Background: an optimization exercise with open tools, aiming at small area and a short achievable clock period. Do not read the settings as production practice. Only simulation tests tie the RTL to the original design; equivalence was not proved.

==> flow/design.v <==
module vga_box_compositor #(
  parameter int COLOR_W  = 4,
  parameter int N_BOX    = 4,
  parameter int CW       = 10,
  parameter int H_ACTIVE = 640,
  parameter int H_FP     = 16,
  parameter int H_SYNC   = 96,
  parameter int H_BP     = 48,
  parameter int V_ACTIVE = 480,
  parameter int V_FP     = 10,
  parameter int V_SYNC   = 2,
  parameter int V_BP     = 33,
  localparam int IDX_W   = (N_BOX > 1) ? $clog2(N_BOX) : 1
) (
  input  logic                   clk,
  input  logic                   rst_n,
  input  logic                   pix_en,
  input  logic [3*COLOR_W-1:0]   bg_rgb,
  input  logic                   cfg_valid,
  output logic                   cfg_ready,
  input  logic [IDX_W-1:0]       cfg_idx,
  input  logic [CW-1:0]          cfg_x0,
  input  logic [CW-1:0]          cfg_y0,
  input  logic [CW-1:0]          cfg_x1,
  input  logic [CW-1:0]          cfg_y1,
  input  logic [3*COLOR_W-1:0]   cfg_rgb,
  input  logic [2:0]             cfg_alpha,
  input  logic                   cfg_en,
  output logic [COLOR_W-1:0]     vga_r,
  output logic [COLOR_W-1:0]     vga_g,
  output logic [COLOR_W-1:0]     vga_b,
  output logic                   vga_hs,
  output logic                   vga_vs,
  output logic                   frame_start
);
  localparam int H_TOTAL = H_ACTIVE + H_FP + H_SYNC + H_BP;
  localparam int V_TOTAL = V_ACTIVE + V_FP + V_SYNC + V_BP;
  localparam int RGB_W   = 3 * COLOR_W;
  logic [CW-1:0] h, v, h_next, v_next;
  logic          last_h, commit_pos, commit_pos_i, commit, cfg_we;
  assign last_h     = (h == CW'(H_TOTAL - 1));
  assign cfg_ready  = !(pix_en && commit_pos);
  assign commit     = pix_en && commit_pos_i;
  assign cfg_we     = cfg_valid && !commit;
  assign h_next     = last_h ? '0 : h + 1'b1;
  assign v_next     = (v == CW'(V_TOTAL - 1)) ? '0 : v + 1'b1;
  always_ff @(posedge clk or negedge rst_n) begin
    if (!rst_n) begin
      h          <= '0;
      v          <= '0;
      commit_pos <= 1'b0;
    end else if (pix_en) begin
      h          <= h_next;
      commit_pos <= (h == CW'(H_TOTAL - 2)) && (v == CW'(V_ACTIVE - 1));
      if (last_h)
        v <= v_next;
    end
  end
  always_ff @(posedge clk or negedge rst_n) begin
    if (!rst_n)
      commit_pos_i <= 1'b0;
    else
      commit_pos_i <= (v == CW'(V_ACTIVE - 1)) && (pix_en ? (h == CW'(H_TOTAL - 2)) : last_h);
  end
  logic [CW-1:0]    p_x0 [N_BOX], p_y0 [N_BOX], p_x1 [N_BOX], p_y1 [N_BOX];
  logic [RGB_W-1:0] p_rgb [N_BOX];
  logic [2:0]       p_sel [N_BOX];
  logic [CW-1:0]    a_x0 [N_BOX], a_y0 [N_BOX], a_x1 [N_BOX], a_y1 [N_BOX];
  logic [RGB_W-1:0] a_rgb [N_BOX];
  logic [2:0]       a_sel [N_BOX];
  logic [2:0] w_sel;
  assign w_sel = {cfg_en && (cfg_alpha != 3'd0),
                  cfg_alpha[2] || (cfg_alpha[1] && !cfg_alpha[0]),
                  cfg_alpha[2] || (cfg_alpha[1] && cfg_alpha[0])};
  for (genvar i = 0; i < N_BOX; i++) begin : g_bank
    logic we;
    assign we = cfg_we && (cfg_idx == IDX_W'(i));
    always_ff @(posedge clk) begin
      if (we) begin
        p_x0[i]  <= cfg_x0;
        p_y0[i]  <= cfg_y0;
        p_x1[i]  <= cfg_x1;
        p_y1[i]  <= cfg_y1;
        p_rgb[i] <= cfg_rgb;
      end
    end
    always_ff @(posedge clk or negedge rst_n) begin
      if (!rst_n)
        p_sel[i][2] <= 1'b0;
      else if (we)
        p_sel[i][2] <= w_sel[2];
    end
    always_ff @(posedge clk) begin
      if (we)
        p_sel[i][1:0] <= w_sel[1:0];
    end
    always_ff @(posedge clk) begin
      if (commit) begin
        a_x0[i]  <= p_x0[i];
        a_y0[i]  <= p_y0[i];
        a_x1[i]  <= p_x1[i];
        a_y1[i]  <= p_y1[i];
        a_rgb[i] <= p_rgb[i];
      end
    end
    always_ff @(posedge clk or negedge rst_n) begin
      if (!rst_n)
        a_sel[i][2] <= 1'b0;
      else if (commit)
        a_sel[i][2] <= p_sel[i][2];
    end
    always_ff @(posedge clk) begin
      if (commit)
        a_sel[i][1:0] <= p_sel[i][1:0];
    end
  end
  logic [N_BOX-1:0] yin;
  logic             y_slot;
  logic [CW-1:0]    y0_s, y1_s;
  assign y_slot = (h[CW-1:2] == (CW-2)'((H_ACTIVE + 4) >> 2));
  assign y0_s   = a_y0[h[1:0]];
  assign y1_s   = a_y1[h[1:0]];
  always_ff @(posedge clk) begin
    for (int i = 0; i < N_BOX; i++)
      if (y_slot && h[1:0] == 2'(i))
        yin[i] <= (y0_s <= v_next) && (v_next < y1_s);
  end
  logic [N_BOX-1:0] xge, xlt, hit, hit_q;
  always_ff @(posedge clk) begin
    if (pix_en)
      for (int i = 0; i < N_BOX; i++) begin
        xge[i] <= (h_next == a_x0[i]) || (xge[i] && !last_h);
        xlt[i] <= (h_next != a_x1[i]) && (xlt[i] || last_h);
      end
  end
  assign hit = xge & xlt & yin;
  function automatic [COLOR_W-1:0] avg(input [COLOR_W-1:0] x, input [COLOR_W-1:0] y);
    reg [COLOR_W:0] k;
    integer b;
    begin
      k[0] = 1'b0;
      for (b = 0; b < COLOR_W; b = b + 1)
        k[b+1] = (x[b] & y[b]) | (k[b] & (x[b] ^ y[b]));
      avg = {k[COLOR_W], x[COLOR_W-1:1] ^ y[COLOR_W-1:1] ^ k[COLOR_W-1:1]};
    end
  endfunction
  function automatic [COLOR_W-1:0] mix(input [2:0] sel, input [COLOR_W-1:0] c, input [COLOR_W-1:0] p);
    mix = avg(avg(sel[2] ? c : p, sel[1] ? c : p), sel[0] ? c : p);
  endfunction
  logic [RGB_W-1:0] mid, mid_q, col_q, blend;
  always_comb begin
    logic [2:0] sel;
    sel = (hit[0] && a_sel[0][2]) ? a_sel[0] : 3'b000;
    for (int ch = 0; ch < 3; ch++)
      mid[ch*COLOR_W +: COLOR_W] = mix(sel, a_rgb[0][ch*COLOR_W +: COLOR_W], bg_rgb[ch*COLOR_W +: COLOR_W]);
  end
  always_comb begin
    logic [2:0] sel;
    blend = mid_q;
    for (int i = 1; i < N_BOX; i++) begin
      sel = (hit_q[i] && a_sel[i][2]) ? a_sel[i] : 3'b000;
      for (int ch = 0; ch < 3; ch++)
        blend[ch*COLOR_W +: COLOR_W] = mix(sel, a_rgb[i][ch*COLOR_W +: COLOR_W], blend[ch*COLOR_W +: COLOR_W]);
    end
  end
  always_ff @(posedge clk) begin
    if (pix_en) begin
      mid_q <= mid;
      hit_q <= hit;
      col_q <= blend;
    end
  end
  logic h_ge2, vis, tick_q;
  assign h_ge2 = (h >= CW'(2));
  assign vis   = h_ge2 && (h < CW'(H_ACTIVE + 2)) && (v < CW'(V_ACTIVE));
  assign vga_r  = vis ? col_q[3*COLOR_W-1:2*COLOR_W] : '0;
  assign vga_g  = vis ? col_q[2*COLOR_W-1:COLOR_W]   : '0;
  assign vga_b  = vis ? col_q[COLOR_W-1:0]           : '0;
  assign vga_hs = !((h >= CW'(H_ACTIVE + H_FP + 2)) && (h < CW'(H_ACTIVE + H_FP + H_SYNC + 2)));
  assign vga_vs = h_ge2 ? !((v >= CW'(V_ACTIVE + V_FP)) && (v < CW'(V_ACTIVE + V_FP + V_SYNC)))
                        : !((v >= CW'(V_ACTIVE + V_FP + 1)) && (v < CW'(V_ACTIVE + V_FP + V_SYNC + 1)));
  always_ff @(posedge clk)
    tick_q <= pix_en;
  assign frame_start = tick_q && (h == CW'(2)) && (v == '0);
endmodule
==> flow/flow/run.sh <==
#!/bin/bash
export BUFFER_PORTS_ARGS="-buffer_cell sky130_fd_sc_hd__buf_1"
export SETUP_SLACK_MARGIN=11.7
bash standard.sh > standard.log 2>&1
==> flow/standard.sh <==
#!/bin/bash
# synth_recipe.tcl (not shown) runs the flow's synth.tcl, then flattens the netlist and writes it again
# the make line also repeats each setting of config.mk as NAME=value (left out here)
make -C /OpenROAD-flow-scripts/flow DESIGN_CONFIG=/design/flow/config.mk WORK_HOME=/design/flow/orfs CLKGATE_MAP_FILE= SYNTH_SCRIPT=/design/flow/synth_recipe.tcl "${@:-finish}"
==> flow/config.mk <==
export PLATFORM = sky130hd
export DESIGN_NAME = vga_box_compositor
export DESIGN_NICKNAME = vga_box_compositor
export VERILOG_FILES = /design/flow/design.v
export SDC_FILE = /design/flow/constraint.sdc
export NUM_CORES = 4
export LEC_CHECK = 0
export CAP_MARGIN = 20
export CORE_MARGIN = 2
export CORE_UTILIZATION = 40
export CTS_BUF_LIST = sky130_fd_sc_hd__clkbuf_16
export CTS_CLUSTER_DIAMETER = 60
export CTS_CLUSTER_SIZE = 30
export SLEW_MARGIN = 20
==> flow/constraint.sdc <==
create_clock -name core_clock -period 20.0 [get_ports {clk}]
set_input_delay 4.0000 -clock core_clock [delete_from_list [all_inputs] [get_ports {clk}]]
set_output_delay 4.0000 -clock core_clock [all_outputs]
set_load 0.01 [all_outputs]
==> impl_metrics.csv, run 1 <==
group,metric,value,unit
grt,track_usage,15.8,%
place,post-dp-hpwl,28.3,mm
job,drv_cap,0,
floorplanning,rows,85,
yosys,async_reset_ff_share,5.98,%
yosys,synth_top_area_cell,"edfxtp_1",
yosys,netlist_instances,1423,
timing,relSlewSlack,25.8,%
layout,layout-drive-gt1-share,8.81,%
setup_path,cp-start-kind,"primary input",
setup_path,r2r_slack,12.11,ns
timing,setup_tns,0,ns
min_path,hold_depth,0,
min_path,min_to,"a_x1[2][0]",
timing,min_period,8.30,ns
floorplanning,dieArea,56300,um^2
yosys,synthFlopType,"edfxtp_1",
grt,grt.busiest_layer,"met2",
setup_path,path_class,"primary input to output pin",
timing,setup_slack,11.70,ns
grt,grt_max_degree,137,
timing,rsz0062_at_grt,"true",
timing,drv_slew,0,
timing,max_freq,0.120,GHz
setup_path,r2r_cells,22,
place,io_buffers,89,
clock_network,cts_buffer_depth,3,
yosys,synth_edf_count,471,
clock_network,numCtsBuffers,37,
layout,nNetsFinal,1680,
yosys,netlist_area,21800,um^2
grt,grt_pass1_vias,11800,
floorplanning,die_x,237,um
routing,vias,11700,
floorplanning,initial_utilization,40.4,%
yosys,ys_seq_area_share,68.5,%
floorplanning,fp.dieH,237,um
timing,tightest_slew,1.10,ns
clock_network,cts-root-buf,"clkbuf_16",
routing,dr.pass1.iters,6,
timing,hold_viol,0,
yosys,synth_top_area_share,65.0,%
yosys,synth_nets,1596,
setup_path,crit_required,16.00,ns
setup_path,crit_path_max_fanout,2,
timing,fin_crit_sh,41.5,%
yosys,post_synth_num_cell_types,71,
yosys,ys_ff_latch,502,
yosys,ys_top_cells_by_area,"edfxtp_1, fa_1, dfrtp_1, mux2i_1, nand2_1",
grt,antenna_found_initial,0,
routing,ant_nets,0,
routing,drtIter0Drc,1064,
grt,grt_pass1_wl,67.5,mm
clock_network,h-tree-depth,2,
grt,grt.overflow.total,0,
outcome,status,"complete, no violations",
min_path,hp-start,"p_x1[2][0]",
setup_path,path_cells,"clkbuf_16, nand2_4, buf_6",
grt,grtUsageMet1,20.8,%
layout,insertedDiodeCount,0,
setup_path,arrival,4.30,ns
routing,vias_per_cell,5.27,
layout,layout_commonest_cell,"edfxtp_1",
clock_network,cts_tree,"built",
setup_path,reg2reg_from,"a_sel[1][2]",
yosys,postSynthAreaPerCell,15.3,um^2
min_path,hold_class,"register to register",
grt,grt_use_met3,2.85,%
setup_path,critPathCaptureType,"output pin",
timing,finalSetupViolCount,0,
setup_path,crit_slowest_cell,"clkbuf_16",
place,pre_cts_slack,11.58,ns
place,gp_congestion,0.802,
routing,wire_per_inst,19.7,um
layout,layout_common_cells,"edfxtp_1, nand2_1, buf_1, nor2_1, fa_1",
yosys,yosysWarnings,13,
timing,fin_skew,0.0256,ns
setup_path,slowest_delay,0.14,ns
floorplanning,io_pins,90,
setup_path,rr_endpoint,"col_q[6]",
clock_network,clk_pin_slew,0.09,ns
clock_network,worstSkewPairLatency,0.57,ns
grt,grtUsageMet2,26.6,%
routing,drcViolationCount,0,
layout,fillers,4691,
routing,drt-total-wl,44.0,mm
floorplanning,fp.coreArea,53800,um^2
clock_network,clock_sinks,502,
layout,areaGrowthSynthToFinish,11.2,%
==> registers in the layout (all words and copies together), names as in the netlist, 12 cells and up <==
register  flops
a_x1         40
p_x0         40
p_sel        12
a_y0         40
p_y0         40
col_q        12
p_y1         40
a_y1         40
p_rgb        48
p_x1         40
a_x0         40
mid_q        12
a_rgb        48
a_sel        12
==> synthesized netlist by cell type, types with 7 or more instances <==
| master | instances |
|---|---|
| edfxtp_1 | 471 |
| nor3_1 | 9 |
| a221oi_1 | 8 |
| ha_1 | 27 |
| xnor2_1 | 34 |
| mux2_2 | 31 |
| a21o_1 | 15 |
| mux2i_1 | 49 |
| dfrtp_1 | 30 |
| nand3_1 | 29 |
| a222oi_1 | 20 |
| and2_1 | 18 |
| nand2b_1 | 8 |
| a21oi_1 | 58 |
| nand4_1 | 9 |
| inv_1 | 59 |
| buf_2 | 9 |
| o22ai_1 | 24 |
| o21ai_0 | 53 |
| clkbuf_1 | 38 |
| a211oi_1 | 7 |
| xor2_1 | 31 |
| and3_1 | 11 |
| nor2_1 | 80 |
| fa_1 | 72 |
| nand2_1 | 118 |
| nor4_1 | 7 |
==> cell families after synthesis <==
group | Yosys count | synth area share [%]
xor gates and xnor gates | 66 | 2.69
AOI/OAI and AO/OA | 234 | 7.34
buffers and inverters | 117 | 2.19
DFF | 502 | 68.5
muxes | 80 | 3.86
adders and majority gates | 99 | 8.18
and+or+nand+nor | 325 | 7.20
==> metal layers <==
metal | part of all wire (%) | routed length (um) | vias to the layer above
met5 | 0 | 0 | -
met4 | 2.3 | 1030 | 0
met3 | 5.6 | 2470 | 55
met2 | 49 | 21700 | 302
met1 | 43 | 18800 | 5887
li1 | - | - | 5495
==> worst max-delay path by stage <==
stage | from | endpoint | slack, ns | cells after the start
3_3_place_gp | pix_en | cfg_ready | 11.58 | 3
2_1_floorplan | pix_en | p_sel[1][2] | 10.78 | 5
6_report | pix_en | cfg_ready | 11.70 | 3
4_1_cts | pix_en | cfg_ready | 11.70 | 3
3_5_place_dp | pix_en | cfg_ready | 11.58 | 3
5_1_grt | pix_en | cfg_ready | 11.70 | 3
==> per-stage QoR <==
step | hold slack, ns | instance area, um^2 | utilization, % | cells
finish | 0.409 | 24200 | 45.0 | 2229
global route | 0.412 | 24200 | 45.0 | 2229
CTS | 0.410 | 24200 | 45.0 | 2229
global placement | 0.400 | 22800 | 42.4 | 2163
floorplan | 0.400 | 21800 | - | 1423
detailed placement | 0.405 | 22800 | 42.4 | 2163
==> repair_timing <==
| action | 4_1_cts | 5_1_grt |
|---|---|---|
| setup buffers | 1 | 0 |
| hold buffers | 0 | 0 |
| gates cloned | 0 | 0 |
| setup endpoints to repair | 1 | 2 |
| pin swaps | 0 | 0 |
| resized for setup | 5 | 1 |
| hold endpoints to repair | 0 | 0 |
==> layout make-up <==
class | count | area, um^2 | area share [%]
inverter | 59 | 229 | 0.946
multi-input combinational | 804 | 6400 | 26.5
clock buffer | 37 | 926 | 3.83
timing repair buffer | 103 | 469 | 1.94
clock inverter | 28 | 390 | 1.61
tap | 696 | 871 | 3.60
sequential | 502 | 14900 | 61.6
==> worst max-delay path: cells and delay by family <==
family | cells | cell delay (ns)
buffers and inverters | 2 | 0.24
and+or+nand+nor | 1 | 0.06
==> run 2: changes to the inputs <==
==> flow/run.sh (new file) <==
#!/bin/bash
# synth_recipe.tcl (not shown) runs the flow's synth.tcl, then flattens the netlist and writes it again
# the make line also repeats each setting of config.mk as NAME=value (left out here)
make -C /OpenROAD-flow-scripts/flow DESIGN_CONFIG=/design/flow/config.mk WORK_HOME=/design/flow/orfs CLKGATE_MAP_FILE= SYNTH_SCRIPT=/design/flow/synth_recipe.tcl finish
--- a/flow/config.mk
+++ b/flow/config.mk
@@ -8,7 +8,4 @@
 export CAP_MARGIN = 20
 export CORE_MARGIN = 2
 export CORE_UTILIZATION = 40
-export CTS_BUF_LIST = sky130_fd_sc_hd__clkbuf_16
-export CTS_CLUSTER_DIAMETER = 60
-export CTS_CLUSTER_SIZE = 30
 export SLEW_MARGIN = 20
removed: flow/flow/run.sh
removed: flow/standard.sh
==> run 2 against run 1 <==
  * Clock-buffer cell count grew 24
  * Final cell count grew 1.3%
  * Global-route usage is essentially flat
  * Critical path type unchanged
  * Highest routed layer unchanged
==> impl_metrics.csv, run 2 <==
group,metric,value,unit
layout,insertedDiodeCount,0,
clock_network,h-tree-depth,2,
timing,min_period,8.81,ns
clock_network,worstSkewPairLatency,0.59,ns
yosys,synthFlopType,"edfxtp_1",
yosys,postSynthAreaPerCell,15.3,um^2
setup_path,crit_slowest_cell,"clkdlybuf4s50_1",
routing,vias,11800,
place,gp_congestion,0.794,
setup_path,critPathTopFamily,"buffers and inverters",
yosys,yosysWarnings,13,
timing,setup_tns,0,ns
place,post-dp-hpwl,28.0,mm
yosys,ys_ff_latch,502,
timing,fin_crit_sh,44.1,%
routing,dr.pass1.iters,5,
yosys,ys_top_cells_by_area,"edfxtp_1, fa_1, dfrtp_1, mux2i_1, nand2_1",
setup_path,path_depth,3,
timing,fin_skew,0.0187,ns
outcome,status,"complete, no violations",
place,placed_area,23400,um^2
yosys,synth_edf_count,471,
clock_network,cts-root-buf,"clkbuf_16",
min_path,hold_depth,0,
routing,vias_per_cell,5.24,
clock_network,cts_tree,"built",
clock_network,cts_buffer_depth,3,
setup_path,critPathCaptureType,"output pin",
yosys,async_reset_ff_share,5.98,%
yosys,synth_top_area_cell,"edfxtp_1",
grt,grt_max_degree,134,
routing,drtIter0Drc,958,
floorplanning,initial_utilization,40.4,%
grt,grt_pass1_wl,67.3,mm
yosys,ys_seq_area_share,68.5,%
setup_path,path_class,"primary input to output pin",
timing,hold_viol,0,
floorplanning,dieArea,56300,um^2
clock_network,clk_pin_slew,0.06,ns
layout,layout-drive-gt1-share,9.72,%
layout,nNetsFinal,1697,
yosys,netlist_instances,1423,
layout,layout_common_cells,"edfxtp_1, nand2_1, clkdlybuf4s50_1, nor2_1, fa_1",
layout,final_cell_area,25100,um^2
routing,ant_nets,0,
timing,tightest_slew,1.03,ns
min_path,hold_class,"register to register",
timing,timing.hold.ws,0.406,ns
yosys,synthTopCellsByCount,"edfxtp_1, nand2_1, nor2_1, fa_1, inv_1",
grt,grt_pass1_vias,11800,
grt,antenna_found_initial,0,
clock_network,cts_resized,0,
setup_path,slowest_delay,0.55,ns
clock_network,numCtsBuffers,52,
setup_path,cp-start-kind,"primary input",
yosys,synth_nets,1596,
layout,fin_util,46.7,%
setup_path,path_cells,"buf_2, nand2_1, clkdlybuf4s50_1",
setup_path,crit_required,16.00,ns
setup_path,crit_path_max_fanout,3,
yosys,synth_most_common_cell,"edfxtp_1",
timing,rsz0062_at_grt,"false",
yosys,post_synth_num_cell_types,71,
clock_network,clock_sinks,502,
timing,finalSetupViolCount,0,
timing,max_freq,0.113,GHz
grt,track_usage,15.7,%
floorplanning,fp.dieH,237,um
routing,drcViolationCount,0,
timing,drv_slew,0,
setup_path,r2r_cells,22,
yosys,synth_top_area_share,65.0,%
floorplanning,io_pins,90,
floorplanning,fp.coreArea,53800,um^2
floorplanning,rows,85,
grt,grt.overflow.total,0,
layout,largestRegisters,"a_rgb x48, p_rgb x48",
layout,layout_commonest_cell,"edfxtp_1",
setup_path,cp_num_buf_inv,2,
job,drv_cap,0,
place,io_buffers,89,
floorplanning,die_x,237,um
timing,relSlewSlack,31.2,%
routing,drt-total-wl,43.9,mm
yosys,netlist_area,21800,um^2
routing,wire_per_inst,19.4,um
layout,areaGrowthSynthToFinish,15.4,%
clock_network,post_cts_buffers,0,
clock_network,ctsHoldBuffers,0,
setup_path,arrival,4.81,ns
-- run 2: cell counts after synthesis --
Identical to the previous run, type by type.
-- run 2: per-stage QoR --
| stage | std cells | setup slack (ns) |
|---|---|---|
| 3_3_place_gp | 2165 | 11.16 |
| 4_1_cts | 2258 | 11.17 |
| 3_5_place_dp | 2165 | 11.17 |
| 2_1_floorplan | 1423 | 10.72 |
| 5_1_grt | 2259 | 11.16 |
| 6_report | 2259 | 11.19 |
-- run 2: kinds of logic after synthesis --
kind of cell | count (synthesis) | share of synthesized area (%)
flops | 502 | 68.5
fa+ha+maj | 99 | 8.18
xor+xnor | 66 | 2.69
simple gates | 325 | 7.20
mux | 80 | 3.86
buf+inv | 117 | 2.19
compound gates | 234 | 7.34
-- run 2: final timing paths --
kind / from / endpoint / slack [ns]
worst max register to register: hit_q[1] / col_q[10] / 12.11
worst max-delay path: pix_en / cfg_ready / 11.19
worst min-delay path: p_sel[2][1] / a_sel[2][1] / 0.41
worst min register to register: p_sel[2][1] / a_sel[2][1] / 0.41
max in group asynchronous: rst_n / p_sel[1][2] / 15.85
min in group asynchronous: rst_n / commit_pos_i / 3.83
-- run 2: final cells by class --
cell class	instances	area (um^2)
fill	4670	28700
sequential	502	14900
multi-input combinational	804	6380
clock buffer	61	1360
timing repair buffer	105	1030
tap	696	871
clock inverter	32	337
inverter	59	229
-- run 2: worst reg2reg max path, delay by kind of cell, from the launching register on --
kind	cells	cell delay [ns]
fa+ha+maj	13	5.90
simple gates	2	0.61
flops	1	0.42
mux	2	0.34
buf+inv	4	0.25
compound gates	1	0.14
-- run 2: layer usage --
metal	vias to the layer above	part of all wire (%)	track usage [%]	wire length, um
li1	5541	-	-	-
met1	5947	43	20.4	18900
met2	282	50	26.9	21800
met3	75	4.6	2.46	2000
met4	0	2.7	5.49	1170
met5	-	0	0	0
==> run 3: changes to the inputs <==
--- a/flow/design.v
+++ b/flow/design.v
@@ -36,6 +36,7 @@
   localparam int H_TOTAL = H_ACTIVE + H_FP + H_SYNC + H_BP;
   localparam int V_TOTAL = V_ACTIVE + V_FP + V_SYNC + V_BP;
   localparam int RGB_W   = 3 * COLOR_W;
+  localparam int YW      = $clog2(V_ACTIVE + 1);    
   logic [CW-1:0] h, v, h_next, v_next;
   logic          last_h, commit_pos, commit_pos_i, commit, cfg_we;
   assign last_h     = (h == CW'(H_TOTAL - 1));
@@ -62,25 +63,30 @@
     else
       commit_pos_i <= (v == CW'(V_ACTIVE - 1)) && (pix_en ? (h == CW'(H_TOTAL - 2)) : last_h);
   end
-  logic [CW-1:0]    p_x0 [N_BOX], p_y0 [N_BOX], p_x1 [N_BOX], p_y1 [N_BOX];
+  logic [CW-1:0]    p_x0 [N_BOX], p_x1 [N_BOX];
+  logic [YW-1:0]    p_y0 [N_BOX], p_y1 [N_BOX];
   logic [RGB_W-1:0] p_rgb [N_BOX];
   logic [2:0]       p_sel [N_BOX];
-  logic [CW-1:0]    a_x0 [N_BOX], a_y0 [N_BOX], a_x1 [N_BOX], a_y1 [N_BOX];
+  logic [CW-1:0]    a_x0 [N_BOX], a_x1 [N_BOX];
+  logic [YW-1:0]    a_y0 [N_BOX], a_y1 [N_BOX];
   logic [RGB_W-1:0] a_rgb [N_BOX];
   logic [2:0]       a_sel [N_BOX];
   logic [2:0] w_sel;
   assign w_sel = {cfg_en && (cfg_alpha != 3'd0),
                   cfg_alpha[2] || (cfg_alpha[1] && !cfg_alpha[0]),
                   cfg_alpha[2] || (cfg_alpha[1] && cfg_alpha[0])};
+  logic [YW-1:0] w_y0, w_y1;
+  assign w_y0 = (cfg_y0 >= CW'(V_ACTIVE)) ? YW'(V_ACTIVE) : cfg_y0[YW-1:0];
+  assign w_y1 = (cfg_y1 >= CW'(V_ACTIVE)) ? YW'(V_ACTIVE) : cfg_y1[YW-1:0];
   for (genvar i = 0; i < N_BOX; i++) begin : g_bank
     logic we;
     assign we = cfg_we && (cfg_idx == IDX_W'(i));
     always_ff @(posedge clk) begin
       if (we) begin
         p_x0[i]  <= cfg_x0;
-        p_y0[i]  <= cfg_y0;
+        p_y0[i]  <= w_y0;
         p_x1[i]  <= cfg_x1;
-        p_y1[i]  <= cfg_y1;
+        p_y1[i]  <= w_y1;
         p_rgb[i] <= cfg_rgb;
       end
     end
@@ -116,22 +122,27 @@
   end
   logic [N_BOX-1:0] yin;
   logic             y_slot;
-  logic [CW-1:0]    y0_s, y1_s;
+  logic [YW-1:0]    y0_s, y1_s;
   assign y_slot = (h[CW-1:2] == (CW-2)'((H_ACTIVE + 4) >> 2));
   assign y0_s   = a_y0[h[1:0]];
   assign y1_s   = a_y1[h[1:0]];
   always_ff @(posedge clk) begin
     for (int i = 0; i < N_BOX; i++)
       if (y_slot && h[1:0] == 2'(i))
-        yin[i] <= (y0_s <= v_next) && (v_next < y1_s);
+        yin[i] <= (CW'(y0_s) <= v_next) && (v_next < CW'(y1_s));
   end
-  logic [N_BOX-1:0] xge, xlt, hit, hit_q;
+  logic [N_BOX-1:0] xge, xlt, hit;
+  logic             h_zero;
+  assign h_zero = (h == '0);
   always_ff @(posedge clk) begin
-    if (pix_en)
-      for (int i = 0; i < N_BOX; i++) begin
-        xge[i] <= (h_next == a_x0[i]) || (xge[i] && !last_h);
-        xlt[i] <= (h_next != a_x1[i]) && (xlt[i] || last_h);
+    if (pix_en) begin
+      xge[0] <= (h_next == a_x0[0]) || (xge[0] && !last_h);
+      xlt[0] <= (h_next != a_x1[0]) && (xlt[0] || last_h);
+      for (int i = 1; i < N_BOX; i++) begin
+        xge[i] <= (h == a_x0[i]) || (xge[i] && !h_zero);
+        xlt[i] <= (h != a_x1[i]) && (xlt[i] || h_zero);
       end
+    end
   end
   assign hit = xge & xlt & yin;
   function automatic [COLOR_W-1:0] avg(input [COLOR_W-1:0] x, input [COLOR_W-1:0] y);
@@ -158,7 +169,7 @@
     logic [2:0] sel;
     blend = mid_q;
     for (int i = 1; i < N_BOX; i++) begin
-      sel = (hit_q[i] && a_sel[i][2]) ? a_sel[i] : 3'b000;
+      sel = (hit[i] && a_sel[i][2]) ? a_sel[i] : 3'b000;
       for (int ch = 0; ch < 3; ch++)
         blend[ch*COLOR_W +: COLOR_W] = mix(sel, a_rgb[i][ch*COLOR_W +: COLOR_W], blend[ch*COLOR_W +: COLOR_W]);
     end
@@ -166,7 +177,6 @@
   always_ff @(posedge clk) begin
     if (pix_en) begin
       mid_q <= mid;
-      hit_q <= hit;
       col_q <= blend;
     end
   end
==> flow/flow/run.sh (new file) <==
#!/bin/bash
export BUFFER_PORTS_ARGS="-buffer_cell sky130_fd_sc_hd__buf_1"
export SETUP_SLACK_MARGIN=11.7
bash standard.sh > standard.log 2>&1
==> flow/standard.sh (new file) <==
#!/bin/bash
# synth_recipe.tcl (not shown) runs the flow's synth.tcl, then flattens the netlist and writes it again
# the make line also repeats each setting of config.mk as NAME=value (left out here)
make -C /OpenROAD-flow-scripts/flow DESIGN_CONFIG=/design/flow/config.mk WORK_HOME=/design/flow/orfs CLKGATE_MAP_FILE= SYNTH_SCRIPT=/design/flow/synth_recipe.tcl "${@:-finish}"
--- a/flow/config.mk
+++ b/flow/config.mk
@@ -8,4 +8,7 @@
 export CAP_MARGIN = 20
 export CORE_MARGIN = 2
 export CORE_UTILIZATION = 40
+export CTS_BUF_LIST = sky130_fd_sc_hd__clkbuf_16
+export CTS_CLUSTER_DIAMETER = 70
+export CTS_CLUSTER_SIZE = 45
 export SLEW_MARGIN = 20
removed: flow/run.sh
==> run 3 against run 2 <==
  * Cell area decreased by 7.2%
  * Via count down 8.2%
  * Hold slack improved by 0.0061 ns
  * Clock-buffer cell count is 30 lower
  * Critical path depth unchanged
  * Non-clock buffer count shrank 1
  * Core utilization shrank 1.3 points
  * Flip-flop and latch count down 19
  * Still clean
  * Die area fell by 4.3%
==> impl_metrics.csv, run 3 <==
group,metric,value,unit
timing,relSlewSlack,30.1,%
clock_network,h-tree-depth,1,
place,post-dp-hpwl,27.0,mm
setup_path,path_depth,3,
clock_network,cts-root-buf,"clkbuf_16",
grt,grt_pass1_vias,11000,
routing,ant_nets,0,
setup_path,critPathTopFamily,"buffers and inverters",
setup_path,arrival,4.30,ns
clock_network,cts_tree,"built",
timing,min_period,8.30,ns
setup_path,crit_end,"cfg_ready",
floorplanning,rows,83,
routing,wire_per_inst,19.2,um
timing,rsz0062_at_grt,"true",
routing,vias,10900,
yosys,ys_seq_area_share,69.0,%
yosys,synth_most_common_cell,"edfxtp_1",
layout,layout_commonest_cell,"edfxtp_1",
yosys,post_synth_num_cell_types,62,
setup_path,r2r_cells,24,
layout,nNetsFinal,1613,
yosys,synthFlopType,"edfxtp_1",
timing,hold_viol,0,
clock_network,clk_pin_slew,0.10,ns
routing,vias_per_cell,5.07,
yosys,ys_top_cells_by_area,"edfxtp_1, fa_1, dfrtp_1, nand2_1, xnor2_1",
job,drv_cap,0,
setup_path,cp_num_buf_inv,2,
grt,grt_pass1_wl,63.4,mm
clock_network,worstSkewPairLatency,0.63,ns
layout,areaGrowthSynthToFinish,12.1,%
floorplanning,fp.dieH,232,um
setup_path,cp-start-kind,"primary input",
floorplanning,dieArea,53800,um^2
timing,max_freq,0.120,GHz
routing,drtIter0Drc,849,
place,io_buffers,89,
place,gp_congestion,0.802,
floorplanning,fp.coreArea,51400,um^2
yosys,synthTopCellsByCount,"edfxtp_1, nand2_1, fa_1, nor2_1, inv_1",
grt,grt_max_degree,129,
grt,grt.overflow.total,0,
grt,track_usage,15.4,%
timing,fin_crit_sh,41.5,%
setup_path,rr_endpoint,"col_q[6]",
yosys,synth_top_area_share,65.3,%
routing,drt-total-wl,41.3,mm
layout,insertedDiodeCount,0,
setup_path,critPathCaptureType,"output pin",
layout,fillers,4489,
yosys,synth_top_area_cell,"edfxtp_1",
routing,dr.pass1.iters,5,
floorplanning,io_pins,90,
yosys,ys_ff_latch,483,
yosys,netlist_area,20800,um^2
setup_path,path_class,"primary input to output pin",
outcome,status,"complete, no violations",
clock_network,ctsHoldBuffers,0,
setup_path,r2r_slack,12.07,ns
clock_network,numCtsBuffers,31,
setup_path,reg2reg_from,"xge[1]",
yosys,synth_edf_count,452,
layout,layout-drive-gt1-share,8.86,%
timing,tightest_slew,1.05,ns
layout,largestRegisters,"a_rgb x48, p_rgb x48",
min_path,hold_class,"register to register",
setup_path,crit_path_max_fanout,3,
routing,drcViolationCount,0,
setup_path,crit_slowest_cell,"clkbuf_16",
setup_path,path_cells,"clkbuf_16, nand2_8, buf_6",
floorplanning,initial_utilization,40.5,%
yosys,netlist_instances,1355,
layout,layout_common_cells,"edfxtp_1, nand2_1, buf_1, fa_1, nor2_1",
timing,finalSetupViolCount,0,
timing,setup_tns,0,ns
setup_path,slowest_delay,0.14,ns
setup_path,startpoint,"pix_en",
clock_network,cts_buffer_depth,3,
yosys,postSynthAreaPerCell,15.3,um^2
timing,drv_slew,0,
setup_path,crit_required,16.00,ns
timing,fin_skew,0.0327,ns
yosys,async_reset_ff_share,6.21,%
clock_network,clock_sinks,483,
floorplanning,die_x,232,um
yosys,yosysWarnings,13,
grt,antenna_found_initial,2,
yosys,synth_nets,1526,
-- run 3: cell types whose count changed after synthesis, sizes merged, moves of 15 or more --
cell    before  now
o22ai       24    9
edfxtp     471  452
nor2        80   64
nand2      118  138
and2        18   33
xnor2       34   49
-- run 3: worst min path at each step --
stage	from	end	slack [ns]	cells past startpoint
finish	p_rgb[1][5]	a_rgb[1][5]	0.41	0
global route	p_rgb[1][5]	a_rgb[1][5]	0.43	0
CTS	p_rgb[1][5]	a_rgb[1][5]	0.42	0
detailed placement	p_rgb[1][5]	a_rgb[1][5]	0.40	0
global placement	p_x0[3][3]	a_x0[3][3]	0.40	0
floorplan	p_rgb[0][0]	a_rgb[0][0]	0.40	0
-- run 3: cells by family after synthesis --
logic type / Yosys count / synth area share, %
AOI/OAI and AO/OA: 168 / 5.29
xor gates and xnor gates: 90 / 3.79
adders and majority gates: 97 / 8.43
buffers and inverters: 108 / 2.05
DFF: 483 / 69.0
muxes: 72 / 3.65
and+or+nand+nor: 337 / 7.82
-- run 3: cell type report --
type	count	area [um^2]	area share, %
clock buffers	31	776	3.33
clock inverters	27	569	2.44
inverters	58	225	0.966
multi-input cells	764	6080	26.1
flip-flops and latches	483	14300	61.5
well taps	680	851	3.65
repair buffers	104	477	2.04
-- run 3: timing repair --
item | 4_1_cts | 5_1_grt
pin swaps | 0 | 1
gates resized for setup | 6 | 2
setup endpoints to repair | 1 | 2
setup buffers | 0 | 4
-- run 3: worst reg2reg max path, cell delays in order, from the launching register on --
cell      delay (ns)
edfxtp_1        0.44
and4_1          0.45
and2_1          0.34
o22a_1          0.21
fa_1            0.16
inv_1           0.05
fa_1            0.39
fa_1            0.49
inv_1           0.05
fa_1            0.40
inv_1           0.08
fa_1            0.45
nand2_1         0.08
o21ai_0         0.15
fa_1            0.56
inv_1           0.05
fa_1            0.43
fa_1            0.52
mux2i_1         0.10
fa_1            0.44
inv_1           0.08
fa_1            0.43
fa_1            0.45
fa_1            0.39
fa_1            0.45
-- run 3: stage by stage --
step                      utilization, %  hold WS, ns  cells  cell area [um^2]  setup slack (ns)
after CTS                           45.3        0.417   2143             23300             11.69
after global placement              42.6        0.400   2085             21900             11.58
after floorplan                        -        0.400   1355             20800             10.94
final                               45.4        0.412   2147             23300             11.70
after detailed placement            42.6        0.405   2085             21900             11.59
after global routing                45.4        0.426   2147             23300             11.69
-- run 3: per-layer routing --
metal | GRT usage, % | vias to the layer above | part of all wire (%)
met4 | 3.87 | 4 | 2.3
met1 | 21.0 | 5451 | 44
met2 | 25.7 | 210 | 49
met3 | 2.50 | 62 | 4.4
li1 | - | 5150 | -
met5 | 0 | - | 0.065
==> run 4: changes to the inputs <==
==> flow/flow/run.sh (replaced) <==
#!/bin/bash
export BUFFER_PORTS_ARGS="-buffer_cell sky130_fd_sc_hd__buf_1"
export SETUP_SLACK_MARGIN=11.78
bash standard.sh > standard.log 2>&1
--- a/flow/config.mk
+++ b/flow/config.mk
@@ -7,8 +7,8 @@
 export LEC_CHECK = 0
 export CAP_MARGIN = 20
 export CORE_MARGIN = 2
-export CORE_UTILIZATION = 40
+export CORE_UTILIZATION = 60
 export CTS_BUF_LIST = sky130_fd_sc_hd__clkbuf_16
-export CTS_CLUSTER_DIAMETER = 70
-export CTS_CLUSTER_SIZE = 45
+export CTS_CLUSTER_DIAMETER = 65
+export CTS_CLUSTER_SIZE = 35
 export SLEW_MARGIN = 20
==> run 4 against run 3 <==
  * Sequential share of layout area increased by 0.88 points
  * Clock skew fell by 0.0038 ns
  * Highest routed layer is now met4
  * Flip-flop and latch count did not move
  * Final cell count decreased by 10%
  * Setup slack got worse by 0.0080 ns
  * Largest cell class unchanged
  * Non-clock buffer count grew 2
  * Still clean on timing, DRC and antenna
==> impl_metrics.csv, run 4 <==
group,metric,value,unit
yosys,synth_most_common_cell,"edfxtp_1",
layout,nNetsFinal,1614,
layout,layout-drive-gt1-share,8.79,%
floorplanning,rows,68,
grt,grt_pass1_vias,10800,
layout,areaGrowthSynthToFinish,10.5,%
layout,final_cell_area,23000,um^2
yosys,async_reset_ff_share,6.21,%
yosys,post_synth_num_cell_types,62,
outcome,status,"complete, no violations",
layout,insertedDiodeCount,0,
grt,track_usage,21.6,%
yosys,ys_top_cells_by_area,"edfxtp_1, fa_1, dfrtp_1, nand2_1, xnor2_1",
clock_network,cts-root-buf,"clkbuf_16",
floorplanning,fp.dieH,190,um
routing,vias_per_cell,5.70,
job,drv_cap,0,
routing,drtIter0Drc,665,
clock_network,worstSkewPairLatency,0.61,ns
clock_network,numCtsBuffers,30,
place,gp_congestion,0.860,
setup_path,arrival,4.31,ns
floorplanning,io_pins,90,
floorplanning,initial_utilization,60.5,%
clock_network,ctsHoldBuffers,0,
grt,grt_max_degree,136,
grt,grt.overflow.total,0,
yosys,netlist_instances,1355,
clock_network,clk_pin_slew,0.11,ns
timing,tightest_slew,0.991,ns
grt,antenna_found_initial,0,
place,post-dp-hpwl,25.0,mm
timing,fin_skew,0.0289,ns
yosys,postSynthAreaPerCell,15.3,um^2
setup_path,crit_path_max_fanout,2,
setup_path,cp-start-kind,"primary input",
clock_network,h-tree-depth,1,
routing,vias,10900,
routing,drt-total-wl,38.4,mm
layout,fillers,2430,
yosys,synth_nets,1526,
place,io_buffers,89,
layout,largestRegisters,"a_rgb x48, p_rgb x48",
min_path,hold_class,"register to register",
timing,drv_slew,0,
timing,hold_viol,0,
setup_path,crit_required,16.00,ns
setup_path,critPathCaptureType,"output pin",
timing,setup_tns,0,ns
layout,layout_commonest_cell,"edfxtp_1",
floorplanning,dieArea,36200,um^2
timing,fin_crit_sh,41.5,%
place,placed_area,21600,um^2
clock_network,clock_sinks,483,
yosys,ys_ff_latch,483,
yosys,netlist_area,20800,um^2
timing,finalSetupViolCount,0,
yosys,ys_seq_area_share,69.0,%
routing,ant_nets,0,
routing,dr.pass1.iters,5,
yosys,synth_top_area_cell,"edfxtp_1",
yosys,synthTopCellsByCount,"edfxtp_1, nand2_1, fa_1, nor2_1, inv_1",
clock_network,cts_buffer_depth,3,
setup_path,path_class,"primary input to output pin",
floorplanning,die_x,190,um
floorplanning,fp.coreArea,34400,um^2
yosys,yosysWarnings,13,
clock_network,cts_tree,"built",
yosys,synth_top_area_share,65.3,%
routing,drcViolationCount,0,
timing,relSlewSlack,34.0,%
yosys,synth_edf_count,452,
routing,wire_per_inst,20.0,um
yosys,synthFlopType,"edfxtp_1",
timing,min_period,8.31,ns
timing,rsz0062_at_grt,"true",
grt,grt_pass1_wl,59.2,mm
layout,layout_common_cells,"edfxtp_1, nand2_1, buf_1, fa_1, nor2_1",
timing,max_freq,0.120,GHz
==> run 4: changes by cell type in the layout (fill, tap and decap cells not counted), sizes merged <==
cell and change:
buf +2, clkbuf -1, inv -1
==> run 4: worst max-delay path: stages <==
cell,delay (ns)
clkbuf_16,0.14
nand2_8,0.06
buf_6,0.10
==> run 4: layout make-up <==
type	instances	area [um^2]	area share [%]
clock buffer	30	751	3.27
clock inverter	26	544	2.37
inverter	58	225	0.980
multi-input combinational	764	6070	26.4
sequential	483	14300	62.4
tap	455	569	2.48
timing repair buffer	106	492	2.14
==> run 4: logic make-up after synthesis <==
family                     Yosys count  synth area share, %
AOI/OAI and AO/OA                  168                 5.29
xor gates and xnor gates            90                 3.79
adders and majority gates           97                 8.43
buffers and inverters              108                 2.05
DFF                                483                 69.0
muxes                               72                 3.65
and+or+nand+nor                    337                 7.82
==> run 4: through the flow <==
stage / setup WS (ns) / instances / hold slack, ns / utilization, %
floorplan: 10.94 / 1355 / 0.400 / -
global placement: 11.58 / 1860 / 0.400 / 62.9
detailed placement: 11.57 / 1860 / 0.405 / 62.9
CTS: 11.69 / 1916 / 0.397 / 66.7
global route: 11.69 / 1922 / 0.395 / 66.9
finish: 11.69 / 1922 / 0.394 / 66.9
==> run 4: path summary, 6_finish.rpt <==
kind,depth (start not counted),start,slack [ns],endpoint
setup / recovery,3,pix_en,11.69,cfg_ready
hold / removal,0,p_x0[2][9],0.39,a_x0[2][9]
setup reg to reg,24,xge[1],12.14,col_q[10]
hold reg to reg,0,p_x0[2][9],0.39,a_x0[2][9]
max in group asynchronous,1,rst_n,15.99,a_sel[2][2]
min in group asynchronous,1,rst_n,3.47,h[2]
==> run 4: timing repair <==
item,in CTS,in global routing
pin swaps,0,1
setup buffers,0,6
gates resized for setup,6,3
gates cloned,0,0
setup endpoints to repair,1,7
==> run 4: layer usage <==
layer	GRT usage, %	wire length [um]	vias up
met5	0	0	-
met4	5.43	830	0
met3	2.62	2100	53
met2	36.9	19200	276
met1	30.0	16300	5462
li1	-	-	5156
==> run 5: changes to the inputs <==
==> flow/flow/run.sh (replaced) <==
#!/bin/bash
export BUFFER_PORTS_ARGS="-buffer_cell sky130_fd_sc_hd__buf_1"
export SETUP_SLACK_MARGIN=11.7
bash standard.sh > standard.log 2>&1
--- a/flow/config.mk
+++ b/flow/config.mk
@@ -7,8 +7,6 @@
 export LEC_CHECK = 0
 export CAP_MARGIN = 20
 export CORE_MARGIN = 2
-export CORE_UTILIZATION = 60
-export CTS_BUF_LIST = sky130_fd_sc_hd__clkbuf_16
-export CTS_CLUSTER_DIAMETER = 65
-export CTS_CLUSTER_SIZE = 35
+export CORE_UTILIZATION = 40
+export CTS_BUF_LIST = sky130_fd_sc_hd__clkbuf_4 sky130_fd_sc_hd__clkbuf_8
 export SLEW_MARGIN = 20
==> run 5 against run 4 <==
  * Still clean on timing, DRC and antenna
  * Core utilization fell by 21 points
  * Critical path depth did not move
  * Sequential share of layout area fell by 1.4 points
  * Area after synthesis did not move
  * Critical path type unchanged
  * Largest cell class unchanged
  * Highest routed layer is now met5
==> impl_metrics.csv, run 5 <==
group,metric,value,unit
setup_path,cp-start-kind,"primary input",
job,drv_cap,0,
timing,fin_skew,0.0355,ns
timing,drv_slew,0,
yosys,synth-adder-area-share,8.43,%
layout,nNetsFinal,1659,
layout,layout_commonest_cell,"edfxtp_1",
yosys,synth_xor_area_share,3.79,%
setup_path,path_class,"primary input to output pin",
yosys,muxShareOfSynthArea,3.65,%
yosys,ys_top_cells_by_area,"edfxtp_1, fa_1, dfrtp_1, nand2_1, xnor2_1",
place,post-dp-hpwl,27.0,mm
yosys,synthTopCellsByCount,"edfxtp_1, nand2_1, fa_1, nor2_1, inv_1",
yosys,synth_most_common_cell,"edfxtp_1",
routing,dr.pass1.iters,5,
setup_path,arrival,4.30,ns
floorplanning,io_pins,90,
layout,layout_common_cells,"edfxtp_1, nand2_1, clkbuf_8, buf_1, fa_1",
floorplanning,die_x,232,um
clock_network,numCtsBuffers,81,
min_path,hold_class,"register to register",
floorplanning,initial_utilization,40.5,%
setup_path,crit_path_max_fanout,3,
floorplanning,rows,83,
timing,tightest_slew,1.05,ns
yosys,ys_seq_area_share,69.0,%
outcome,status,"complete, no violations",
yosys,synth_nets,1526,
grt,grt_pass1_wl,65.1,mm
yosys,netlist_area,20800,um^2
yosys,postSynthAreaPerCell,15.3,um^2
clock_network,worstSkewPairLatency,0.64,ns
routing,drt-total-wl,42.2,mm
yosys,netlist_instances,1355,
clock_network,cts-root-buf,"clkbuf_8",
yosys,synthFlopType,"edfxtp_1",
setup_path,critPathCaptureType,"output pin",
layout,areaGrowthSynthToFinish,13.0,%
grt,grtUsageMet1,20.8,%
grt,track_usage,16.0,%
clock_network,ctsHoldBuffers,0,
yosys,ys_ff_latch,483,
clock_network,clock_sinks,483,
timing,setup_tns,0,ns
routing,drtIter0Drc,763,
yosys,synth-simple-area-share,7.82,%
setup_path,r2r_cells,23,
timing,hold_viol,0,
floorplanning,fp.coreArea,51400,um^2
clock_network,clk_pin_slew,0.06,ns
clock_network,cts_tree,"built",
layout,largestRegisters,"a_rgb x48, p_rgb x48",
clock_network,h-tree-depth,3,
grt,grt_use_met3,3.38,%
floorplanning,fp.dieH,232,um
yosys,synth_top_family_by_area,"adder cells",
yosys,yosysWarnings,13,
timing,max_freq,0.120,GHz
min_path,hold_depth,0,
yosys,synth_compound_area_share,5.29,%
routing,drcViolationCount,0,
clock_network,cts_buffer_depth,3,
yosys,synth_top_area_share,65.3,%
floorplanning,dieArea,53800,um^2
setup_path,crit_required,16.00,ns
routing,vias,11100,
layout,layout-drive-gt1-share,12.3,%
timing,fin_crit_sh,41.5,%
timing,relSlewSlack,29.9,%
timing,finalSetupViolCount,0,
grt,grt_max_degree,129,
timing,rsz0062_at_grt,"true",
routing,wire_per_inst,19.0,um
grt,grt.busiest_layer,"met2",
routing,ant_nets,0,
timing,min_period,8.30,ns
grt,grt_pass1_vias,11600,
grt,grtUsageMet2,26.2,%
yosys,post_synth_num_cell_types,62,
yosys,synth_top_area_cell,"edfxtp_1",
yosys,synth_edf_count,452,
grt,grt.overflow.total,0,
grt,antenna_found_initial,3,
place,gp_congestion,0.802,
layout,fillers,4482,
routing,vias_per_cell,5.01,
yosys,async_reset_ff_share,6.21,%
place,io_buffers,89,
run 5: cell counts after synthesis:
Identical to the previous run, type by type.
run 5: layer usage:
| metal | up-vias | routed length, um |
|---|---|---|
| met2 | 243 | 20600 |
| li1 | 5273 | - |
| met4 | 4 | 1050 |
| met5 | - | 27 |
| met1 | 5555 | 18500 |
| met3 | 68 | 2000 |
run 5: cell families (layout without fill, tap and decap cells):
family	count (synthesis)	count (layout)
multiplexers	72	72
buffers and inverters	108	295
adder cells (fa/ha/maj)	97	97
AND/OR/NAND/NOR	337	337
flip-flops	483	483
AO/OA/AOI/OAI	168	168
XOR/XNOR	90	90
other	0	1
run 5: path summary, 6_finish.rpt:
path | from | to | slack [ns]
min in group asynchronous | rst_n | v[7] | 3.47
max in group asynchronous | rst_n | h[0] | 15.98
setup / recovery | pix_en | cfg_ready | 11.70
hold / removal | p_rgb[1][7] | a_rgb[1][7] | 0.40
hold reg to reg | p_rgb[1][7] | a_rgb[1][7] | 0.40
setup reg to reg | xge[1] | col_q[6] | 12.09
run 5: metrics by stage:
stage / setup WS (ns) / instances / hold slack [ns] / cell area, um^2 / util (%)
floorplan: 10.94 / 1355 / 0.400 / 20800 / -
global route: 11.69 / 2223 / 0.409 / 23500 / 45.7
CTS: 11.69 / 2222 / 0.391 / 23500 / 45.7
finish: 11.70 / 2223 / 0.397 / 23500 / 45.7
global placement: 11.58 / 2085 / 0.400 / 21900 / 42.6
detailed placement: 11.59 / 2085 / 0.405 / 21900 / 42.6
run 5: final cells by class:
class / count / area (um^2) / share of cell area (%)
sequential: 483 / 14300 / 61.0
multi-input combinational: 764 / 6080 / 25.9
clock buffer: 111 / 1390 / 5.91
tap: 680 / 851 / 3.62
timing repair buffer: 100 / 447 / 1.90
inverter: 58 / 225 / 0.958
clock inverter: 26 / 166 / 0.708
antenna: 1 / 2.50 / 0.0106
run 5: timing repair:
item | in CTS | in global routing
resized for setup | 6 | 1
pin swaps | 0 | 1
buffers inserted | 0 | 0
setup endpoints to repair | 1 | 2
run 5: worst max-delay path, stage by stage:
cell	delay (ns)
clkbuf_16	0.14
nand2_8	0.06
buf_6	0.10
==> run 6: changes to the inputs <==
==> flow/flow/run.sh (replaced) <==
#!/bin/bash
export BUFFER_PORTS_ARGS="-buffer_cell sky130_fd_sc_hd__buf_1"
export SETUP_SLACK_MARGIN=11.7
export CTS_ARGS="-sink_clustering_enable -repair_clock_nets -dont_use_dummy_load -buf_list sky130_fd_sc_hd__clkbuf_8 -sink_clustering_size 20 -sink_clustering_max_diameter 50"
bash standard.sh > standard.log 2>&1
--- a/flow/config.mk
+++ b/flow/config.mk
@@ -8,5 +8,7 @@
 export CAP_MARGIN = 20
 export CORE_MARGIN = 2
 export CORE_UTILIZATION = 40
-export CTS_BUF_LIST = sky130_fd_sc_hd__clkbuf_4 sky130_fd_sc_hd__clkbuf_8
+export CTS_BUF_LIST = sky130_fd_sc_hd__clkbuf_8
+export CTS_CLUSTER_DIAMETER = 50
+export CTS_CLUSTER_SIZE = 20
 export SLEW_MARGIN = 20
==> run 6 against run 5 <==
  * Global-route usage shrank 0.33 points
  * Largest cell class unchanged
  * Still clean
  * Clock skew grew 0.040 ns
  * Core utilization shrank 1.7 points
  * Hold slack lost 0.032 ns
  * Critical path type unchanged
  * Critical endpoint unchanged
  * Cell area shrank 3.8%
  * Setup slack lost 0.00070 ns
==> impl_metrics.csv, run 6 <==
group,metric,value,unit
floorplanning,dieArea,53800,um^2
clock_network,ctsHoldBuffers,0,
layout,fillers,4564,
floorplanning,die_x,232,um
yosys,synth_top_area_cell,"edfxtp_1",
place,io_buffers,89,
yosys,netlist_instances,1355,
routing,ant_nets,0,
routing,drtIter0Drc,778,
setup_path,crit_slowest_cell,"clkbuf_16",
layout,layout_commonest_cell,"edfxtp_1",
clock_network,numCtsBuffers,46,
timing,finalSetupViolCount,0,
timing,rsz0062_at_grt,"true",
yosys,synthFlopType,"edfxtp_1",
layout,nNetsFinal,1627,
floorplanning,fp.dieH,232,um
setup_path,r2r_cells,24,
timing,fin_crit_sh,41.5,%
outcome,status,"complete, no violations",
clock_network,cts-root-buf,"clkbuf_8",
setup_path,path_class,"primary input to output pin",
routing,dr.pass1.iters,7,
routing,drt-total-wl,41.5,mm
layout,areaGrowthSynthToFinish,8.68,%
place,dp_cells,2085,
yosys,ys_seq_area_share,69.0,%
yosys,async_reset_ff_share,6.21,%
yosys,synth_most_common_cell,"edfxtp_1",
yosys,post_synth_num_cell_types,62,
routing,vias_per_cell,5.10,
grt,grt_pass1_vias,11100,
yosys,postSynthAreaPerCell,15.3,um^2
layout,layout_common_cells,"edfxtp_1, nand2_1, buf_1, fa_1, nor2_1",
setup_path,slowest_delay,0.14,ns
setup_path,crit_required,16.00,ns
setup_path,rr_endpoint,"col_q[6]",
clock_network,h-tree-depth,2,
min_path,min_to,"a_x0[2][2]",
timing,timing.hold.ws,0.365,ns
grt,grt_pass1_wl,63.8,mm
timing,min_period,8.30,ns
setup_path,path_cells,"clkbuf_16, nand2_8, buf_6",
clock_network,cts_buffer_depth,3,
timing,setup_slack,11.70,ns
timing,hold_viol,0,
routing,vias,10900,
place,post-dp-hpwl,27.0,mm
layout,multi_input_area,6080,um^2
layout,stdcell_count,2135,
min_path,hp-start,"p_x0[2][2]",
clock_network,clock_sinks,483,
yosys,ys_top_cells_by_area,"edfxtp_1, fa_1, dfrtp_1, nand2_1, xnor2_1",
timing,tightest_slew,1.04,ns
setup_path,critPathCaptureType,"output pin",
place,gp_congestion,0.802,
timing,setup_tns,0,ns
min_path,hold_class,"register to register",
yosys,synth_top_area_share,65.3,%
yosys,ys_ff_latch,483,
floorplanning,rows,83,
floorplanning,io_pins,90,
floorplanning,initial_utilization,40.5,%
clock_network,worstSkewPairLatency,0.66,ns
setup_path,r2r_slack,12.05,ns
setup_path,critPathTopFamily,"buffers and inverters",
layout,layout-drive-gt1-share,8.05,%
layout,final_cell_area,22600,um^2
timing,drv_slew,0,
setup_path,arrival,4.30,ns
setup_path,cp-start-kind,"primary input",
grt,grt.overflow.total,0,
setup_path,cp_num_buf_inv,2,
floorplanning,fp.coreArea,51400,um^2
grt,track_usage,15.7,%
place,pre_cts_slack,11.59,ns
routing,drcViolationCount,0,
job,drv_cap,0,
layout,fin_util,44.0,%
routing,wire_per_inst,19.4,um
place,placed_area,21900,um^2
timing,relSlewSlack,30.5,%
clock_network,clk_pin_slew,0.09,ns
yosys,netlist_area,20800,um^2
yosys,synth_nets,1526,
layout,largestRegisters,"a_rgb x48, p_rgb x48",
grt,grt_max_degree,129,
layout,regArea,14300,um^2
yosys,synth_edf_count,452,
clock_network,cts_tree,"built",
grt,antenna_found_initial,3,
yosys,synthTopCellsByCount,"edfxtp_1, nand2_1, fa_1, nor2_1, inv_1",
yosys,yosysWarnings,13,
timing,max_freq,0.120,GHz
setup_path,crit_path_max_fanout,3,
min_path,hold_depth,0,
setup_path,reg2reg_from,"xge[1]",
timing,fin_skew,0.0758,ns
run 6: changes by cell type in the layout (fill, tap and decap cells not counted), sizes merged:
cell | before | now
clkinv | 24 | 1
clkbuf | 113 | 48
buf | 98 | 101
inv | 58 | 57
bufinv | 2 | 0
run 6: what timing repair did:
action | 4_1_cts | 5_1_grt
endpoints found under the setup margin | 1 | 4
gates resized for setup | 6 | 2
setup buffers | 0 | 3
pin swaps | 0 | 1
run 6: logic make-up (layout without fill, tap and decap cells):
kind of cell	Yosys count	after routing	synth area share [%]
compound gates	168	168	5.29
xor+xnor	90	90	3.79
fa+ha+maj	97	97	8.43
buf+inv	108	207	2.05
flops	483	483	69.0
mux	72	72	3.65
other cells	0	1	0
simple gates	337	337	7.82
run 6: worst register-to-register path: stages, from the launching register on:
cell,delay (ns)
edfxtp_1,0.41
and4_1,0.45
and2_1,0.34
o22a_1,0.21
fa_1,0.17
inv_1,0.05
fa_1,0.39
fa_1,0.50
inv_1,0.05
fa_1,0.40
inv_1,0.08
fa_1,0.45
nand2_1,0.09
o21ai_0,0.16
fa_1,0.57
inv_1,0.05
fa_1,0.43
fa_1,0.52
mux2i_1,0.10
fa_1,0.44
inv_1,0.08
fa_1,0.43
fa_1,0.44
fa_1,0.39
fa_1,0.44
run 6: worst max path at each step:
stage	from	depth (start not counted)	end
2_1_floorplan	pix_en	5	p_sel[1][2]
3_3_place_gp	pix_en	3	cfg_ready
3_5_place_dp	pix_en	3	cfg_ready
4_1_cts	pix_en	3	cfg_ready
5_1_grt	pix_en	3	cfg_ready
6_report	pix_en	3	cfg_ready
run 6: layout make-up:
type | count | area share (%)
Sequential cell | 483 | 63.5
Multi-Input combinational cell | 764 | 26.9
Tap cell | 680 | 3.76
Clock buffer | 46 | 2.80
Timing Repair Buffer | 103 | 2.08
Inverter | 58 | 0.996
Antenna cell | 1 | 0.0111
run 6: per-layer routing:
| layer | GRT usage (%) | routed length, um | up-vias |
|---|---|---|---|
| met5 | 0 | 27 | - |
| met4 | 4.81 | 917 | 4 |
| met3 | 3.68 | 2110 | 64 |
| met2 | 25.7 | 20200 | 223 |
| met1 | 20.7 | 18300 | 5465 |
| li1 | - | - | 5139 |
==> run 7: changes to the inputs <==
==> flow/flow/run.sh (replaced) <==
#!/bin/bash
export BUFFER_PORTS_ARGS="-buffer_cell sky130_fd_sc_hd__buf_1"
export SETUP_SLACK_MARGIN=11.7
export CTS_ARGS="-sink_clustering_enable -repair_clock_nets -dont_use_dummy_load -buf_list sky130_fd_sc_hd__clkbuf_16 -sink_clustering_size 30 -sink_clustering_max_diameter 60"
bash standard.sh > standard.log 2>&1
--- a/flow/config.mk
+++ b/flow/config.mk
@@ -8,7 +8,7 @@
 export CAP_MARGIN = 20
 export CORE_MARGIN = 2
 export CORE_UTILIZATION = 40
-export CTS_BUF_LIST = sky130_fd_sc_hd__clkbuf_8
-export CTS_CLUSTER_DIAMETER = 50
-export CTS_CLUSTER_SIZE = 20
+export CTS_BUF_LIST = sky130_fd_sc_hd__clkbuf_16
+export CTS_CLUSTER_DIAMETER = 60
+export CTS_CLUSTER_SIZE = 30
 export SLEW_MARGIN = 20
==> run 7 against run 6 <==
  * Still clean
  * First-iteration DRC count up 6.8%
  * Routed wire length about the same
  * Global-route usage decreased by 0.10 points
  * Synthesized cell count unchanged
==> impl_metrics.csv, run 7 <==
group,metric,value,unit
yosys,yosysWarnings,13,
routing,dr.pass1.iters,6,
floorplanning,fp.coreArea,51400,um^2
routing,vias_per_cell,5.14,
routing,vias,10900,
setup_path,crit_required,16.00,ns
layout,final_cell_area,22900,um^2
yosys,netlist_instances,1355,
layout,stdcell_count,2125,
min_path,hold_class,"register to register",
routing,wire_per_inst,19.5,um
grt,antenna_found_initial,2,
grt,grt.overflow.total,0,
clock_network,cts-root-buf,"clkbuf_16",
clock_network,ctsHoldBuffers,0,
yosys,ys_top_cells_by_area,"edfxtp_1, fa_1, dfrtp_1, nand2_1, xnor2_1",
yosys,netlist_area,20800,um^2
layout,layout-drive-gt1-share,7.47,%
clock_network,cts_tree,"built",
clock_network,h-tree-depth,2,
setup_path,crit_path_max_fanout,3,
layout,areaGrowthSynthToFinish,10.1,%
yosys,synth_most_common_cell,"edfxtp_1",
timing,fin_crit_sh,41.5,%
timing,hold_viol,0,
setup_path,path_class,"primary input to output pin",
grt,grt_pass1_vias,11000,
yosys,ys_ff_latch,483,
job,drv_cap,0,
place,dp_cells,2085,
yosys,ys_seq_area_share,69.0,%
timing,rsz0062_at_grt,"true",
routing,drt-total-wl,41.5,mm
yosys,async_reset_ff_share,6.21,%
yosys,synth_edf_count,452,
floorplanning,io_pins,90,
clock_network,clock_sinks,483,
grt,grt_pass1_wl,63.5,mm
layout,largestRegisters,"a_rgb x48, p_rgb x48",
timing,tightest_slew,1.04,ns
timing,finalSetupViolCount,0,
floorplanning,die_x,232,um
outcome,status,"complete, no violations",
layout,fin_util,44.5,%
layout,layout_commonest_cell,"edfxtp_1",
routing,drtIter0Drc,831,
grt,track_usage,15.6,%
place,gp_congestion,0.802,
timing,setup_tns,0,ns
layout,layout_common_cells,"edfxtp_1, nand2_1, buf_1, fa_1, nor2_1",
clock_network,worstSkewPairLatency,0.57,ns
setup_path,cp-start-kind,"primary input",
yosys,synth_nets,1526,
timing,relSlewSlack,30.9,%
layout,insertedDiodeCount,0,
place,io_buffers,89,
clock_network,clk_pin_slew,0.10,ns
place,post-dp-hpwl,27.0,mm
floorplanning,rows,83,
clock_network,cts_buffer_depth,3,
yosys,synth_top_area_cell,"edfxtp_1",
yosys,post_synth_num_cell_types,62,
timing,min_period,8.30,ns
layout,nNetsFinal,1618,
yosys,synthFlopType,"edfxtp_1",
grt,grt_max_degree,129,
timing,drv_slew,0,
yosys,postSynthAreaPerCell,15.3,um^2
timing,max_freq,0.120,GHz
routing,ant_nets,0,
timing,timing.hold.ws,0.353,ns
setup_path,critPathCaptureType,"output pin",
floorplanning,fp.dieH,232,um
place,placed_area,21900,um^2
setup_path,arrival,4.30,ns
floorplanning,dieArea,53800,um^2
clock_network,numCtsBuffers,37,
floorplanning,initial_utilization,40.5,%
yosys,synthTopCellsByCount,"edfxtp_1, nand2_1, fa_1, nor2_1, inv_1",
timing,fin_skew,0.0570,ns
yosys,synth_top_area_share,65.3,%
routing,drcViolationCount,0,
setup_path,r2r_cells,24,
min_path,hold_depth,0,
-- run 7: cell counts after synthesis --
No cell type changed its count.
-- run 7: path summary, 6_finish.rpt --
check | from | endpoint | slack, ns
max in group asynchronous | rst_n | p_sel[1][2] | 15.91
hold / removal | p_x0[1][4] | a_x0[1][4] | 0.35
setup / recovery | pix_en | cfg_ready | 11.70
setup reg to reg | xge[1] | col_q[6] | 12.08
min in group asynchronous | rst_n | v[7] | 3.53
hold reg to reg | p_x0[1][4] | a_x0[1][4] | 0.35
-- run 7: logic make-up (layout without fill, tap and decap cells) --
| logic type | Yosys count | after routing | share of synthesized area, % |
|---|---|---|---|
| muxes | 72 | 72 | 3.65 |
| DFF | 483 | 483 | 69.0 |
| buffers and inverters | 108 | 198 | 2.05 |
| adders and majority gates | 97 | 97 | 8.43 |
| xor gates and xnor gates | 90 | 90 | 3.79 |
| AOI/OAI and AO/OA | 168 | 168 | 5.29 |
| and+or+nand+nor | 337 | 337 | 7.82 |
-- run 7: final cells by class --
type                    count  area (um^2)
multi-input cells         764         6080
repair buffers            103          469
flip-flops and latches    483        14300
inverters                  58          225
well taps                 680          851
clock buffers              37          926
fillers                  4524        28500
-- run 7: critical path: stages --
cell	delay [ns]
clkbuf_16	0.14
nand2_8	0.06
buf_6	0.10
-- run 7: routing by layer --
layer / GRT usage [%] / wire, um
met3: 2.86 / 1830
met2: 25.8 / 20200
met1: 20.8 / 18500
met4: 5.17 / 963
met5: 0 / 27
-- run 7: timing repair --
item | CTS | global route
setup buffers | 0 | 3
pin swaps | 0 | 1
gates resized for setup | 6 | 2
endpoints found under the setup margin | 1 | 2
-- run 7: per-stage QoR --
step | setup WS [ns]
after floorplan | 10.94
after global placement | 11.58
after detailed placement | 11.59
after CTS | 11.69
after global routing | 11.69
final | 11.70

==> afterwards: timing with drivers on the ports <==
The results above use ideal ports. As a check the final layouts listed here were re-extracted and re-timed, cells and wires unchanged. Step 1, drivers: a clkbuf_16 drives clk and a buf_2 each remaining input, both assumed. Step 2 moves the port delays by t, midway between the first and last clock arrival at a register: inputs arrive t later, outputs are due t later. That takes back most of the time a late clock gives input paths. a / b / c = no drivers / after step 1 / after step 2; a / b = the first two.
run | shift t [ns] | slack for setup (ns) | worst setup path after step 2 | worst data-port slew with drivers (ns)
run 1 | 0.614 | 11.700 / 11.646 / 11.646 | input to output | 0.07
run 2 | 0.632 | 11.186 / 11.160 / 11.160 | input to output | 0.07
run 3 | 0.659 | 11.699 / 11.638 / 11.638 | input to output | 0.12
run 4 | 0.652 | 11.691 / 11.635 / 11.635 | input to output | 0.05
run 5 | 0.672 | 11.699 / 11.638 / 11.638 | input to output | 0.12
run 6 | 0.656 | 11.698 / 11.638 / 11.638 | input to output | 0.11
run 7 | 0.585 | 11.701 / 11.641 / 11.641 | input to output | 0.12
After both steps setup and hold are still met in every run listed.
